This design comes from an exercise in tuning for small area, a short achievable clock period and few clock cycles per item on the open sky130 flow, not from production work.
RTL that was checked went through simulation tests only; none was proved equivalent to the original.

==> build 82: inputs <==
## hsv_to_rgb_converter_core
module hsv_to_rgb_converter_core (
    input  logic                    clk,
    input  logic                    rst_n,
    input  logic                    pixel_valid,
    output logic                    pixel_ready,
    input  hsv2rgb_pkg::hsv_pixel_t pixel,
    output logic                    color_valid,
    input  logic                    color_ready,
    output hsv2rgb_pkg::rgb_pixel_t color
);
Settings: LEC_CHECK=0, CAP_MARGIN=20, CORE_MARGIN=2, CORE_UTILIZATION=50, GPL_ROUTABILITY_DRIVEN=0, SETUP_SLACK_MARGIN=3.2, SLEW_MARGIN=20, SYNTH_HIERARCHICAL=1, SYNTH_MINIMUM_KEEP_SIZE=0; clock period 8.0 ns.
run.sh (not shown) runs the stock make flow with config.mk's settings and CLKGATE_MAP_FILE= SYNTH_SCRIPT=/design/flow/synth_recipe.tcl, a recipe that flattens the netlist after the stock synthesis.
==> build 93 (differences from build 82) <==
Settings changed: CORE_UTILIZATION 50 to 40, GPL_ROUTABILITY_DRIVEN 0 to default, SETUP_SLACK_MARGIN 3.2 to 3.4.
==> trial 60 (differences from build 82) <==
Settings changed: ABC_CLOCK_PERIOD_IN_PS from default to 4000, CORE_UTILIZATION 50 to 40, GPL_ROUTABILITY_DRIVEN 0 to default.
==> qor summary <==
Result of the run: build 93 complete, no violations; build 82 complete, no violations; trial 60 complete, no violations
Fillcell total: build 93 4271; build 82 3251; trial 60 4357
Startpoint of the worst register-to-register path: build 93 stwo1[2]; build 82 m2[15]; trial 60 ftwo2[1]
Final weighted congestion in routability-driven placement: build 93 0.840; build 82 -; trial 60 0.863
Chip width: build 93 228 µm; build 82 204 µm; trial 60 228 µm
Buf+Inv Stages, Crit Path: build 93 1; build 82 2; trial 60 2
Capture point of the critical path: build 93 m2[24]; build 82 n3[32]; trial 60 n3[32]
Wirelength, routed: build 93 54.9 mm; build 82 52.8 mm; trial 60 53.1 mm
Met2 demand-to-capacity share in global routing: build 93 36.1%; build 82 44.7%; trial 60 35.3%
Global-route wire length before repair: build 93 86.8 mm; build 82 85.4 mm; trial 60 84.2 mm
Testbench counts of build 82, summed over its fixed seeds: cycles 16,024, items 16,000.
Testbench counts of build 93, summed over its fixed seeds: cycles 16,024, items 16,000.
Testbench counts of trial 60, summed over its fixed seeds: cycles 16,024, items 16,000.


==> inputs of 09-13 <==
Another version of the RTL of hsv_to_rgb_converter_core (not shown whole).
Settings: LEC_CHECK=0, ABC_CLOCK_PERIOD_IN_PS=4000, CAP_MARGIN=5, CORE_MARGIN=2, CORE_UTILIZATION=60, SETUP_SLACK_MARGIN=3.2, SLEW_MARGIN=5, SYNTH_HIERARCHICAL=1, SYNTH_MINIMUM_KEEP_SIZE=0; clock period 8.0 ns.
==> 07-12: changes against 09-13 <==
--- a/flow/design.v
+++ b/flow/design.v
@@ -32,14 +32,30 @@
     input  logic                    color_ready,
     output hsv2rgb_pkg::rgb_pixel_t color
 );
     logic adv;
     logic val1, val2, val3;
-    logic [12:0] v0, s0;
+    logic [12:0] h0, v0, s0;
+    logic [13:0] d0;
+    logic [12:0] c0;
+    logic [1:0]  j0;
+    logic [9:0]  f0;
+    logic [2:0]  sec0;
     always_comb begin
+        h0 = (pixel.hue > 13'd5744) ? 13'd5744 : pixel.hue;
         s0 = pixel.saturation[12] ? 13'd4096 : pixel.saturation;
         v0 = pixel.brightness[12] ? 13'd4096 : pixel.brightness;
+        if (h0 < 13'd1920) begin
+            c0 = 13'd960;  j0 = 2'd0;
+        end else if (h0 < 13'd3840) begin
+            c0 = 13'd2880; j0 = 2'd1;
+        end else begin
+            c0 = 13'd4800; j0 = 2'd2;
+        end
+        d0   = {1'b0, h0} - {1'b0, c0};
+        f0   = d0[13] ? 10'(-d0) : d0[9:0];
+        sec0 = {j0, ~d0[13]};
     end
     logic [6:0]  sone0, stwo0, sneg0;
     logic [14:0] sx0;
     always_comb begin
         sx0 = {1'b0, s0, 1'b0};
@@ -47,19 +63,22 @@
             sone0[k] = sx0[2*k+1] ^ sx0[2*k];
             stwo0[k] = (~sx0[2*k+2] & sx0[2*k+1] & sx0[2*k]) | (sx0[2*k+2] & ~sx0[2*k+1] & ~sx0[2*k]);
             sneg0[k] = sx0[2*k+2] & ~(sx0[2*k+1] & sx0[2*k]);
         end
     end
-    logic [12:0] v1, h1;
+    logic [12:0] v1;
     logic [6:0]  sone1, stwo1, sneg1;
+    logic [9:0]  f1;
+    logic [2:0]  sec1;
     always_ff @(posedge clk) begin
         if (adv) begin
             v1    <= v0;
             sone1 <= sone0;
             stwo1 <= stwo0;
             sneg1 <= sneg0;
-            h1    <= pixel.hue;
+            f1    <= f0;
+            sec1  <= sec0;
         end
     end
     logic [24:0] m2;
     logic [12:0] v2;
     logic [5:0]  fone1, ftwo1, fneg1;
@@ -529,28 +548,10 @@
     logic mt_w164;
     logic mt_w165;
     hsv2rgb_fa u_mt_w164 (.a(~sneg1[5]), .b(mpp_6_12), .c(mt_w119), .s(mt_w164), .co(mt_w165));
     assign m_sa = {mt_w163, mt_w161, mt_w159, mt_w157, mt_w155, mt_w153, mt_w151, mt_w149, mt_w147, mt_w145, mt_w143, mt_w141, mt_w139, mt_w137, mt_w135, mt_w133, mt_w131, mt_w129, mt_w127, mt_w125, mt_w123, mt_w121, sneg1[1], mpp_0_1, mpp_0_0};
     assign m_sb = {mt_w164, mt_w162, mt_w160, mt_w158, mt_w156, mt_w154, mt_w152, mt_w150, mt_w148, mt_w146, mt_w144, mt_w142, mt_w140, mt_w138, mt_w136, mt_w134, mt_w132, mt_w130, mt_w128, mt_w126, mt_w124, mt_w122, mt_w120, 1'b0, sneg1[0]};
-    logic [12:0] hc1, c1;
-    logic [13:0] d1;
-    logic [1:0]  j1;
-    logic [9:0]  f1;
-    logic [2:0]  sec1;
-    always_comb begin
-        hc1 = (h1 > 13'd5744) ? 13'd5744 : h1;
-        if (hc1 < 13'd1920) begin
-            c1 = 13'd960;  j1 = 2'd0;
-        end else if (hc1 < 13'd3840) begin
-            c1 = 13'd2880; j1 = 2'd1;
-        end else begin
-            c1 = 13'd4800; j1 = 2'd2;
-        end
-        d1   = {1'b0, hc1} - {1'b0, c1};
-        f1   = d1[13] ? 10'(-d1) : d1[9:0];
-        sec1 = {j1, ~d1[13]};
-    end
     always_comb begin
         fx1 = {2'b00, f1, 1'b0};
         for (int k = 0; k < 6; k++) begin
             fone1[k] = fx1[2*k+1] ^ fx1[2*k];
             ftwo1[k] = (fx1[2*k+2] & ~fx1[2*k+1] & ~fx1[2*k]) | (~fx1[2*k+2] & fx1[2*k+1] & fx1[2*k]);
@@ -1369,36 +1370,24 @@
             cv3  <= cv_full[19:12];
             cp3  <= cp_full[31:24];
             sec3 <= sec2;
         end
     end
-    logic [25:0] lo_a, lo_b;
-    logic [26:0] lo_sum;
-    logic        c30;
-    logic [7:0]  cx0, cx1, cx;
-    logic [2:0]  is_cx;
-    logic [7:0]  pre_r, pre_g, pre_b;
+    logic [37:0] cx_full;
+    logic [7:0]  cx;
     logic [23:0] x3;
     always_comb begin
-        lo_a   = n3[29:4];
-        lo_b   = n3[25:0];
-        lo_sum = {1'b0, lo_a} + {1'b0, lo_b};
-        c30    = lo_sum[26];
-        cx0    = n3[33:26] + 8'(n3[33:30]);
-        cx1    = cx0 + 8'd1;
-        cx     = c30 ? cx1 : cx0;
+        cx_full = (38'(n3) << 4) + 38'(n3);
+        cx      = cx_full[37:30];
         case (sec3)
-            3'd0:    begin is_cx = 3'b010; pre_r = cv3; pre_g = cv3; pre_b = cp3; end
-            3'd1:    begin is_cx = 3'b100; pre_r = cv3; pre_g = cv3; pre_b = cp3; end
-            3'd2:    begin is_cx = 3'b001; pre_r = cp3; pre_g = cv3; pre_b = cv3; end
-            3'd3:    begin is_cx = 3'b010; pre_r = cp3; pre_g = cv3; pre_b = cv3; end
-            3'd4:    begin is_cx = 3'b100; pre_r = cp3; pre_g = cp3; pre_b = cv3; end
-            default: begin is_cx = 3'b001; pre_r = cv3; pre_g = cp3; pre_b = cp3; end
+            3'd0:    x3 = {cv3, cx, cp3};
+            3'd1:    x3 = {cx, cv3, cp3};
+            3'd2:    x3 = {cp3, cv3, cx};
+            3'd3:    x3 = {cp3, cx, cv3};
+            3'd4:    x3 = {cx, cp3, cv3};
+            default: x3 = {cv3, cp3, cx};
         endcase
-        x3[23:16] = is_cx[2] ? cx : pre_r;
-        x3[15:8]  = is_cx[1] ? cx : pre_g;
-        x3[7:0]   = is_cx[0] ? cx : pre_b;
     end
     always_ff @(posedge clk or negedge rst_n) begin
         if (!rst_n) begin
             val1    <= 1'b0;
             val2    <= 1'b0;
- CAP_MARGIN: 5 -> 20
- CORE_UTILIZATION: 60 -> 40
- SLEW_MARGIN: 5 -> 20
==> 07-04: changes against 09-13 <==
- CAP_MARGIN: 5 -> 20
- CORE_UTILIZATION: 60 -> 40
- SETUP_SLACK_MARGIN: 3.2 -> 3.6
- SLEW_MARGIN: 5 -> 20
==> 05-27: changes against 09-13 <==
- ABC_CLOCK_PERIOD_IN_PS: 4000 -> default
- CAP_MARGIN: 5 -> 20
- CORE_UTILIZATION: 60 -> 55
- PLACE_DENSITY: default -> 0.75
- SLEW_MARGIN: 5 -> 20
==> summary.txt <==
Between 05-27 and 07-04, the lower register-to-register slack is in 05-27 (gap 110 ps).
Final area: 07-04 is higher than 09-13 (3.5%).
The highest clock skew belongs to 09-13, the lowest to 07-12.
In 07-04 the via count is lower than in 09-13, by 0.52%.
Sequential share of layout area, highest first: 05-27, 09-13, 07-04, 07-12.
Of 07-04 and 07-12, 07-04 has the higher hold slack (gap 54 ps).
In sequential cell count, 07-12 and 07-04 do not differ.
==> figures <==
| metric | 07-12 | 07-04 | 05-27 | 09-13 |
|---|---|---|---|---|
| Run status | timing/DRC/antenna clean | timing/DRC/antenna clean | timing/DRC/antenna clean | timing/DRC/antenna clean |
| First-pass GRT wire length | 94300 um | 91100 um | 86600 um | 86500 um |
| Slowest stage delay, CP | 450 ps | 570 ps | 610 ps | 580 ps |
| Fmax | 190 MHz | 206 MHz | 201 MHz | 207 MHz |
| Worst hold margin | 429 ps | 483 ps | 471 ps | 475 ps |
| Utilization after layout | 50.1% | 50.7% | 67.0% | 73.5% |
| Total number of vias | 17.1k | 16.0k | 16.3k | 16.0k |
| CP Max Fanout | 5 | 6 | 4 | 7 |
| Non-clk invs | 104 | 85 | 85 | 85 |
| Fin crit share | 65.7% | 60.7% | 62.1% | 60.4% |
| Number of distinct library cells after synthesis | 77 | 75 | 75 | 75 |
| Final worst-path setup slack | 2740 ps | 3140 ps | 3030 ps | 3160 ps |
| Hold path endpoint | sec3[2]$_DFFE_PP_ | val3$_DFFE_PN0P_ | val3$_DFFE_PN0P_ | val3$_DFFE_PN0P_ |
| Wire length per cell | 20.8 um | 19.8 um | 21.3 um | 21.0 um |
Testbench counts of 09-13, summed over its fixed seeds: cycles 16,024, items 16,000.
Testbench counts of 07-04, summed over its fixed seeds: cycles 16,024, items 16,000.
Testbench counts of 05-27, summed over its fixed seeds: cycles 16,024, items 16,000.
Function not checked in 07-12: the RTL went through the layout flow alone.

[separate check: timing with driven ports]
How much do the figures lean on ideal ports? The routed layouts below were timed once more, with nothing changed but the port constraints.
Step 1 (the two cells are an assumption about what drives the block):
set clk [get_ports {clk}]
set_driving_cell -lib_cell sky130_fd_sc_hd__clkbuf_16 $clk
set_driving_cell -lib_cell sky130_fd_sc_hd__buf_2 [delete_from_list [all_inputs] $clk]
Step 2 adds t to the input delays and takes it off the output delays; t is the mean of the earliest and latest rising clock arrival at the registers after step 1. Input paths then give back, and output paths get back, about the clock's delay inside the block.
Three values: ideal, step 1, step 2; two values: the first two.
run | t (ns) | setup slack, ns | hold slack, ns | worst data-port slew with drivers (ns) | cell pins on the clock port's net
build 82 | 0.516 | 3.028 / 3.028 / 3.028 | 0.429 / 0.429 / 0.429 | 0.03 | 1
build 93 | 0.538 | 2.977 / 2.977 / 2.977 | 0.466 / 0.466 / 0.466 | 0.03 | 1
trial 60 | 0.533 | 3.063 / 3.063 / 3.063 | 0.467 / 0.467 / 0.467 | 0.04 | 1
09-13 | 0.510 | 3.164 / 3.139 / 3.164 | 0.475 / 0.475 / 0.475 | 0.03 | 1
07-12 | 0.540 | 2.743 / 2.688 / 2.960 | 0.429 / 0.429 / 0.429 | 0.03 | 1
07-04 | 0.544 | 3.142 / 3.105 / 3.142 | 0.483 / 0.483 / 0.483 | 0.03 | 1
05-27 | 0.510 | 3.031 / 3.031 / 3.031 | 0.471 / 0.471 / 0.471 | 0.04 | 1
After both steps setup and hold are still met in every run listed.
